From an optimization exercise on the open Yosys and OpenROAD flow, aimed at small area, a short achievable clock period and few clock cycles; shortcuts taken in it are not production practice. Where RTL was checked, it was by simulation tests only, not by an equivalence proof against the original. No activity file was given, so power comes from the tool's default toggle rates.

## buffet_top
module buffet_top (
    input  logic                  clk,
    input  logic                  nreset_i,
    input  logic                  push_valid_i,
    input  buffet_pkg::data_t     push_data_i,
    input  logic                  credit_req_i,
    output logic                  credit_valid_o,
    output buffet_pkg::count_t    credit_o,
    input  logic                  read_valid_i,
    input  buffet_pkg::read_req_t read_req_i,
    output logic                  read_ready_o,
    output logic                  read_data_valid_o,
    output buffet_pkg::data_t     read_data_o,
    input  logic                  read_data_ready_i,
    input  logic                  update_valid_i,
    input  buffet_pkg::idx_t      update_offset_i,
    input  buffet_pkg::data_t     update_data_i
);
For scale: about 1500 cells after synthesis, roughly 680 flip-flops, roughly 120 I/O pins, ~28000 µm² of cells after synthesis.
==> module buffet_data_ram, before the edit <==
module buffet_data_ram (
    input  logic                 clk,
    input  buffet_pkg::wr_port_t wr_i,
    input  buffet_pkg::idx_t     rd_idx_i,
    output buffet_pkg::data_t    rd_data_o
);
    logic [buffet_pkg::DEPTH-1:0][buffet_pkg::DATA_W-1:0] mem;
    always_ff @(posedge clk) begin
        for (int r = 0; r < buffet_pkg::DEPTH; r++) begin
            if (wr_i.en && wr_i.idx == buffet_pkg::idx_t'(r)) begin
                mem[r] <= wr_i.data;
            end
        end
    end
    assign rd_data_o = mem[rd_idx_i];
endmodule
clock: 4.4 ns
lec_check: 0
abc_clock_period_in_ps: 2200
cap_margin: 20
core_margin: 2
core_utilization: 40
setup_slack_margin: 2.1
slew_margin: 20
standard.sh (not shown) runs the stock make flow with config.mk's settings and CLKGATE_MAP_FILE= SYNTH_SCRIPT=/design/flow/synth_recipe.tcl, a recipe that flattens the netlist after the stock synthesis.
==> flow/flow/run.sh <==
#!/bin/bash
# The standard layout, with three changes to how it is made: adders
# are left to ABC as plain gates (no full/half adder cells), sizing may
# change a cell's footprint, and the port buffers are buf_4 cells.
# make's output goes to make.log; each ORFS step keeps its own log under
# orfs/logs
set -euo pipefail
bash standard.sh ADDER_MAP_FILE= MATCH_CELL_FOOTPRINT=0 \
    "BUFFER_PORTS_ARGS=-buffer_cell sky130_fd_sc_hd__buf_4" finish > make.log 2>&1
Change:
--- a/flow/design.v
+++ b/flow/design.v
@@ -339,18 +339,16 @@
 module buffet_data_ram (
     input  logic                 clk,
     input  buffet_pkg::wr_port_t wr_i,
     input  buffet_pkg::idx_t     rd_idx_i,
     output buffet_pkg::data_t    rd_data_o
 );
-    logic [buffet_pkg::DEPTH-1:0][buffet_pkg::DATA_W-1:0] mem;
+    buffet_pkg::data_t mem [buffet_pkg::DEPTH];
     always_ff @(posedge clk) begin
-        for (int r = 0; r < buffet_pkg::DEPTH; r++) begin
-            if (wr_i.en && wr_i.idx == buffet_pkg::idx_t'(r)) begin
-                mem[r] <= wr_i.data;
-            end
+        if (wr_i.en) begin
+            mem[wr_i.idx] <= wr_i.data;
         end
     end
     assign rd_data_o = mem[rd_idx_i];
 endmodule
 `timescale 1ns/1ps
 module buffet_top (
=> The new run went through all stages and came out clean; via count is higher by about 0.37%; global-route usage is lower by 0.61 points; combinational power is lower by about 10%; worst hold slack got worse by 0.030 ns; final cell count hardly moves.
No functional check of the RTL was part of any run of this note.

== main ==
Another version of the RTL of buffet_top (not shown whole).
Size: roughly 120 I/O pins, ~27000 um^2 of cells after synthesis.
// buffet_top
module buffet_top (
    input  logic                  clk,
    input  logic                  nreset_i,
    input  logic                  push_valid_i,
    input  buffet_pkg::data_t     push_data_i,
    input  logic                  credit_req_i,
    output logic                  credit_valid_o,
    output buffet_pkg::count_t    credit_o,
    input  logic                  read_valid_i,
    input  buffet_pkg::read_req_t read_req_i,
    output logic                  read_ready_o,
    output logic                  read_data_valid_o,
    output buffet_pkg::data_t     read_data_o,
    input  logic                  read_data_ready_i,
    input  logic                  update_valid_i,
    input  buffet_pkg::idx_t      update_offset_i,
    input  buffet_pkg::data_t     update_data_i
);
Settings: LEC_CHECK=0, ABC_CLOCK_PERIOD_IN_PS=2200, CAP_MARGIN=20, CORE_MARGIN=2, CORE_UTILIZATION=60, CTS_CLUSTER_DIAMETER=80, CTS_CLUSTER_SIZE=24, SETUP_SLACK_MARGIN=2.2, SLEW_MARGIN=20; clock period 4.4 ns.
Scripts as last shown in full above: flow/flow/run.sh
Testbench counts of main, summed over its fixed seeds: cycles 9,660.
[inputs] the feature branch vs main
--- a/flow/design.v
+++ b/flow/design.v
@@ -305,19 +305,19 @@
             pd_a[i] = valid_ext[i+1] ? e_pd[i+1] : e_pd[QD];
             nx_a[i] = valid_ext[i+1] ? e_nx[i+1] : e_nx[QD];
             b0_a[i] = valid_ext[i+1] ? e_b0_gone[i+1] : e_b0_gone[QD];
             b1_a[i] = valid_ext[i+1] ? e_b1_gone[i+1] : e_b1_gone[QD];
         end
     end
     always_ff @(posedge clk or negedge nreset_i) begin
         if (!nreset_i) begin
             q_v_q <= '0;
-            ready_q <= 1'b1;
+            ready_q <= 1'b0;
         end else if (issue) begin
             q_v_q <= v_a;
             ready_q <= !v_a[QD-1];
         end else begin
             q_v_q <= v_b;
             ready_q <= !v_b[QD-1];
         end
     end
     assign pos0_d = issue ? pos_a[0] : pos_b[0];
[summary]
The feature branch finished all stages; the layout is clean. Diff main -> the feature branch: register share of the cell area moved down, setup slack moved down, sequential fraction of design power moved down, part of the total power dissipated in the clock network moved up, total power divided by cell area moved up. Between main and the feature branch, the sequential-to-total area share from yosys stat does not differ in any meaningful way.
No functional check of the RTL was part of the feature branch.

buffet_top, a different RTL version from the one above (not shown whole).
Size in the first run: roughly 1600 cells after synthesis, about 690 flip-flops, roughly 120 I/O pins, about 28000 µm² of cells after synthesis.
export LEC_CHECK = 0
export ABC_CLOCK_PERIOD_IN_PS = 2200
export CAP_MARGIN = 20
export CORE_MARGIN = 2
export CORE_UTILIZATION = 40
export SETUP_SLACK_MARGIN = 2.1
export SLEW_MARGIN = 20
create_clock -name core_clock -period 4.4 [get_ports {clk}]
Scripts as last shown in full above: flow/flow/run.sh
The baseline passed the timing, design-rule and antenna checks.
Testbench counts at the start, summed over its fixed seeds: cycles 9,660.
Edit:
--- a/flow/design.v
+++ b/flow/design.v
@@ -195,35 +195,39 @@
     input  buffet_pkg::idx_t      wu_idx1_i,
     input  logic [1:0]            wu_next_i,
     input  logic [1:0]            wu_sel_i,
     input  logic [1:0]            wu_retire_i,
     input  logic                  wu_room_i,
     input  buffet_pkg::data_t     ram_wr_data_i,
     output logic                  read_ready_o,
     output logic                  shrink_o,
     output buffet_pkg::idx_t      shrink_amount_o,
     output logic                  alloc_o,
     output buffet_pkg::idx_t      ram_rd_idx_o,
+    output logic [buffet_pkg::DEPTH-1:0] ram_rd_sel_o,
     input  buffet_pkg::data_t     ram_rd_data_i,
     output logic                  read_data_valid_o,
     output buffet_pkg::data_t     read_data_o
 );
     localparam int AW = buffet_pkg::ADDR_W;
     logic [QD-1:0][AW:0] q_pos_q;
     logic [QD-1:0] q_wu_q;
     logic [QD-1:0] q_pd_q;
     logic [QD-1:0] q_nx_q;
     logic [QD-1:0] q_b0_q;
     logic [QD-1:0] q_b1_q;
     logic [QD-1:0] q_v_q;
     logic ready_q;
+    logic [buffet_pkg::DEPTH-1:0] rd_oh_q;
+    logic [AW:0] pos0_d;
+    logic byp;
     logic accept;
     logic enq;
     logic issue;
     logic byp_push;
     logic byp_upd;
     logic unblocked;
     logic [QD:0][AW:0] e_pos;
     logic [QD:0] e_wu;
     logic [QD:0] e_pd;
     logic [QD:0] e_nx;
     logic [QD:0] e_b0_held;
@@ -308,22 +312,28 @@
         if (!nreset_i) begin
             q_v_q <= '0;
             ready_q <= 1'b1;
         end else if (issue) begin
             q_v_q <= v_a;
             ready_q <= !v_a[QD-1];
         end else begin
             q_v_q <= v_b;
             ready_q <= !v_b[QD-1];
         end
     end
+    assign pos0_d = issue ? pos_a[0] : pos_b[0];
+    always_ff @(posedge clk) begin
+        for (int r = 0; r < buffet_pkg::DEPTH; r++) begin
+            rd_oh_q[r] <= (pos0_d[AW-1:0] == buffet_pkg::idx_t'(r));
+        end
+    end
     always_ff @(posedge clk) begin
         if (issue) begin
             q_pos_q <= pos_a;
             q_wu_q <= wu_a;
             q_pd_q <= pd_a;
             q_nx_q <= nx_a;
             q_b0_q <= b0_a;
             q_b1_q <= b1_a;
         end else begin
             q_pos_q <= pos_b;
             q_wu_q <= wu_b;
@@ -332,46 +342,49 @@
             q_b0_q <= b0_b;
             q_b1_q <= b1_b;
         end
     end
     always_ff @(posedge clk or negedge nreset_i) begin
         if (!nreset_i) begin
             read_data_valid_o <= 1'b0;
         end else begin
             read_data_valid_o <= issue;
         end
     end
+    assign byp = byp_push || byp_upd;
+    assign ram_rd_sel_o = byp ? '0 : rd_oh_q;
     always_ff @(posedge clk) begin
-        if (byp_push || byp_upd) begin
-            read_data_o <= ram_wr_data_i;
-        end else begin
-            read_data_o <= ram_rd_data_i;
-        end
+        read_data_o <= ram_rd_data_i | (ram_wr_data_i & {buffet_pkg::DATA_W{byp}});
     end
 endmodule
 `timescale 1ns/1ps
 module buffet_data_ram (
     input  logic                 clk,
     input  buffet_pkg::wr_port_t wr_i,
-    input  buffet_pkg::idx_t     rd_idx_i,
+    input  logic [buffet_pkg::DEPTH-1:0] rd_sel_i,
     output buffet_pkg::data_t    rd_data_o
 );
     logic [buffet_pkg::DEPTH-1:0][buffet_pkg::DATA_W-1:0] mem;
     always_ff @(posedge clk) begin
         for (int r = 0; r < buffet_pkg::DEPTH; r++) begin
             if (wr_i.en && wr_i.idx == buffet_pkg::idx_t'(r)) begin
                 mem[r] <= wr_i.data;
             end
         end
     end
-    assign rd_data_o = mem[rd_idx_i];
+    always_comb begin
+        rd_data_o = '0;
+        for (int r = 0; r < buffet_pkg::DEPTH; r++) begin
+            rd_data_o = rd_data_o | (mem[r] & {buffet_pkg::DATA_W{rd_sel_i[r]}});
+        end
+    end
 endmodule
 `timescale 1ns/1ps
 module buffet_top (
     input  logic                  clk,
     input  logic                  nreset_i,
     input  logic                  push_valid_i,
     input  buffet_pkg::data_t     push_data_i,
     input  logic                  credit_req_i,
     output logic                  credit_valid_o,
     output buffet_pkg::count_t    credit_o,
     input  logic                  read_valid_i,
@@ -392,22 +405,23 @@
     logic shrink;
     buffet_pkg::idx_t shrink_amount;
     logic alloc;
     logic [1:0] wu_v;
     buffet_pkg::idx_t wu_idx0;
     buffet_pkg::idx_t wu_idx1;
     logic [1:0] wu_next;
     logic [1:0] wu_sel;
     logic [1:0] wu_retire;
     logic wu_room;
     buffet_pkg::idx_t ram_rd_idx;
+    logic [buffet_pkg::DEPTH-1:0] ram_rd_sel;
     buffet_pkg::data_t ram_rd_data;
     buffet_pkg::wr_port_t push_wr;
     buffet_pkg::wr_port_t ram_wr;
     buffet_window u_window (
         .clk             (clk),
         .nreset_i        (nreset_i),
         .push_valid_i    (push_valid_i),
         .credit_req_i    (credit_req_i),
         .shrink_i        (shrink),
         .shrink_amount_i (shrink_amount),
         .head_o          (head),
@@ -458,22 +472,23 @@
         .wu_idx1_i         (wu_idx1),
         .wu_next_i         (wu_next),
         .wu_sel_i          (wu_sel),
         .wu_retire_i       (wu_retire),
         .wu_room_i         (wu_room),
         .ram_wr_data_i     (ram_wr.data),
         .read_ready_o      (read_ready_o),
         .shrink_o          (shrink),
         .shrink_amount_o   (shrink_amount),
         .alloc_o           (alloc),
         .ram_rd_idx_o      (ram_rd_idx),
+        .ram_rd_sel_o      (ram_rd_sel),
         .ram_rd_data_i     (ram_rd_data),
         .read_data_valid_o (read_data_valid_o),
         .read_data_o       (read_data_o)
     );
     buffet_data_ram u_ram (
         .clk         (clk),
         .wr_i        (ram_wr),
-        .rd_idx_i    (ram_rd_idx),
+        .rd_sel_i    (ram_rd_sel),
         .rd_data_o   (ram_rd_data)
     );
 endmodule
After rerunning: The changed run ran to the end with no violations. Cell count rose by about 6%. Maximum frequency stays flat. Global-route usage rose by 2.8 points. Power fell by 2.9%. Routed wire length rose by about 16%. Core utilization is about the same. Hold slack improves by 0.0097 ns. Flip-flop and latch count rose by 16.
Testbench counts after the change, summed over its fixed seeds: cycles 9,660.

trial 44:
buffet_top, a different RTL version from the one above (not shown whole).
Size in the first run: roughly 1800 cells after synthesis, about 120 I/O pins.
==> flow/design.v (excerpt) <==
module buffet_top (
    input  logic                  clk,
    input  logic                  nreset_i,
    input  logic                  push_valid_i,
    input  buffet_pkg::data_t     push_data_i,
    input  logic                  credit_req_i,
    output logic                  credit_valid_o,
    output buffet_pkg::count_t    credit_o,
    input  logic                  read_valid_i,
    input  buffet_pkg::read_req_t read_req_i,
    output logic                  read_ready_o,
    output logic                  read_data_valid_o,
    output buffet_pkg::data_t     read_data_o,
    input  logic                  read_data_ready_i,
    input  logic                  update_valid_i,
    input  buffet_pkg::idx_t      update_offset_i,
    input  buffet_pkg::data_t     update_data_i
);
==> module buffet_read_ctrl, before the edit <==
module buffet_read_ctrl #(
    parameter int QD = 3,
    parameter bit BYP = 1'b0
) (
    input  logic                  clk,
    input  logic                  nreset_i,
    input  logic                  read_valid_i,
    input  buffet_pkg::read_req_t read_req_i,
    input  logic                  read_data_ready_i,
    input  buffet_pkg::count_t    head_i,
    input  buffet_pkg::count_t    tail_i,
    input  logic                  push_valid_i,
    input  buffet_pkg::data_t     push_data_i,
    input  logic [buffet_pkg::DEPTH-1:0] pend_i,
    input  buffet_pkg::wr_port_t  upd_wr_i,
    output logic                  read_ready_o,
    output logic                  shrink_o,
    output buffet_pkg::idx_t      shrink_amount_o,
    output logic                  alloc_o,
    output buffet_pkg::idx_t      ram_rd_idx_o,
    input  buffet_pkg::data_t     ram_rd_data_i,
    output logic                  read_data_valid_o,
    output buffet_pkg::data_t     read_data_o
);
    localparam int CW = $clog2(QD + 1);
    buffet_pkg::count_t q_pos_q [QD];
    logic [QD-1:0] q_wu_q;
    logic [CW-1:0] q_cnt_q;
    logic accept;
    logic rd_accept;
    buffet_pkg::count_t in_pos;
    logic q_empty;
    logic cand_valid;
    buffet_pkg::count_t cand_pos;
    logic cand_wu;
    buffet_pkg::count_t fill;
    logic pushed;
    logic byp_push;
    logic byp_upd;
    logic raw_ok;
    logic issue;
    logic enq;
    logic deq;
    assign read_ready_o = (q_cnt_q != CW'(QD));
    assign accept = read_valid_i && read_ready_o;
    assign rd_accept = accept && !read_req_i.is_shrink;
    assign shrink_o = accept && read_req_i.is_shrink;
    assign shrink_amount_o = read_req_i.offset;
    assign in_pos = head_i + buffet_pkg::count_t'(read_req_i.offset);
    assign q_empty = (q_cnt_q == '0);
    always_comb begin
        if (BYP && q_empty) begin
            cand_valid = rd_accept;
            cand_pos = in_pos;
            cand_wu = read_req_i.will_update;
        end else begin
            cand_valid = !q_empty;
            cand_pos = q_pos_q[0];
            cand_wu = q_wu_q[0];
        end
    end
    assign fill = tail_i - cand_pos - 1'b1;
    assign pushed = !fill[buffet_pkg::ADDR_W];
    assign byp_push = push_valid_i && (tail_i == cand_pos);
    assign byp_upd = upd_wr_i.en && (upd_wr_i.idx == cand_pos[buffet_pkg::ADDR_W-1:0]);
    assign raw_ok = !pend_i[cand_pos[buffet_pkg::ADDR_W-1:0]] || byp_upd;
    assign issue = cand_valid && (pushed || byp_push) && raw_ok && read_data_ready_i;
    assign alloc_o = issue && cand_wu;
    assign ram_rd_idx_o = cand_pos[buffet_pkg::ADDR_W-1:0];
    assign deq = issue && !q_empty;
    assign enq = rd_accept && !(BYP && q_empty && issue);
    always_ff @(posedge clk or negedge nreset_i) begin
        if (!nreset_i) begin
            q_cnt_q <= '0;
        end else begin
            q_cnt_q <= q_cnt_q + CW'(enq) - CW'(deq);
        end
    end
    always_ff @(posedge clk) begin
        for (int i = 0; i < QD; i++) begin
            if (deq) begin
                if (i + 1 < QD) begin
                    q_pos_q[i] <= q_pos_q[i+1];
                    q_wu_q[i] <= q_wu_q[i+1];
                end
            end
            if (enq && (CW'(i) == q_cnt_q - CW'(deq))) begin
                q_pos_q[i] <= in_pos;
                q_wu_q[i] <= read_req_i.will_update;
            end
        end
    end
    always_ff @(posedge clk or negedge nreset_i) begin
        if (!nreset_i) begin
            read_data_valid_o <= 1'b0;
        end else begin
            read_data_valid_o <= issue;
        end
    end
    always_ff @(posedge clk) begin
        if (byp_push) begin
            read_data_o <= push_data_i;
        end else if (byp_upd) begin
            read_data_o <= upd_wr_i.data;
        end else begin
            read_data_o <= ram_rd_data_i;
        end
    end
endmodule
Settings: LEC_CHECK=0, CAP_MARGIN=20, CORE_MARGIN=2, CORE_UTILIZATION=40, SLEW_MARGIN=20; clock period 4.4 ns.
run.sh (not shown) runs the stock make flow with config.mk's settings and CLKGATE_MAP_FILE= SYNTH_SCRIPT=/design/flow/synth_recipe.tcl, a recipe that flattens the netlist after the stock synthesis.
Stock flow here: none of the scripts above is used.
What build 43 does differently from trial 44 at the input level:
--- a/flow/design.v
+++ b/flow/design.v
@@ -116,9 +116,9 @@
 endmodule
 `timescale 1ns/1ps
 module buffet_read_ctrl #(
     parameter int QD = 3,
-    parameter bit BYP = 1'b0
+    parameter bit BYP = 1'b1
 ) (
     input  logic                  clk,
     input  logic                  nreset_i,
     input  logic                  read_valid_i,
### Flow results
STATUS run=build 43 STAGES=ALL_DONE FINAL_CHECKS=FAILED CAUSE=setup timing
The post-layout utilization of the core of build 43 exceeds that of trial 44 by 0.57 points.
| clock power | higher: build 43 |
The met2 routed wirelength in trial 44 is 0.848 times that in build 43.
Between trial 44 and build 43, aggregate global-route resource usage increased.
Comparing trial 44 and build 43, the lower post-route met1 wirelength is on trial 44.
Between build 43 and trial 44, it is build 43 whose met3 usage is higher, by 0.52 points.
Critical path depth in build 43 is 7 higher than in trial 44
Cell count after synthesis in build 43 is about 43% above trial 44.
No functional check of the RTL was part of any run of this note.

[static timing again, ports no longer ideal]
In the flow no input, the clock included, has a driving cell. The finished layouts below were timed again as built, in two steps.
Step 1, drivers: a clkbuf_16 drives clk and a buf_2 each remaining input, both assumed.
Step 2 times the ports against the registers' clock, not the clock port: input delays grow and output delays shrink by t, the midpoint of the rising clock arrivals with the driver on.
Slacks: ideal / step 1 / step 2; pairs: ideal / step 1.
| run | t (ns) | slack for setup (ns) | worst setup path after step 2 | worst register clock-pin slew, ns |
|---|---|---|---|---|
| the first run of note 1 | 0.657 | 1.784 / 1.784 / 1.474 | input to register | 0.06 / 0.06 |
| the second run of note 1 | 0.667 | 1.961 / 1.961 / 1.418 | input to register | 0.06 / 0.06 |
| main | 0.640 | 2.170 / 2.170 / 1.579 | input to register | 0.10 / 0.10 |
| the feature branch | 0.643 | 2.061 / 2.061 / 1.487 | input to register | 0.10 / 0.10 |
| the first run of note 3 | 0.667 | 2.083 / 2.083 / 1.517 | input to register | 0.06 / 0.06 |
| the second run of note 3 | 0.664 | 2.082 / 2.082 / 1.514 | input to register | 0.06 / 0.06 |
| trial 44 | 0.668 | 1.023 / 1.023 / 0.672 | input to register | 0.06 / 0.06 |
| build 43 | 0.678 | -0.013 / -0.013 / -0.624 | input to register | 0.06 / 0.06 |
The setup slack of build 43, which loses most, moves by 0.000 ns with the drivers and by -0.611 ns with both steps.
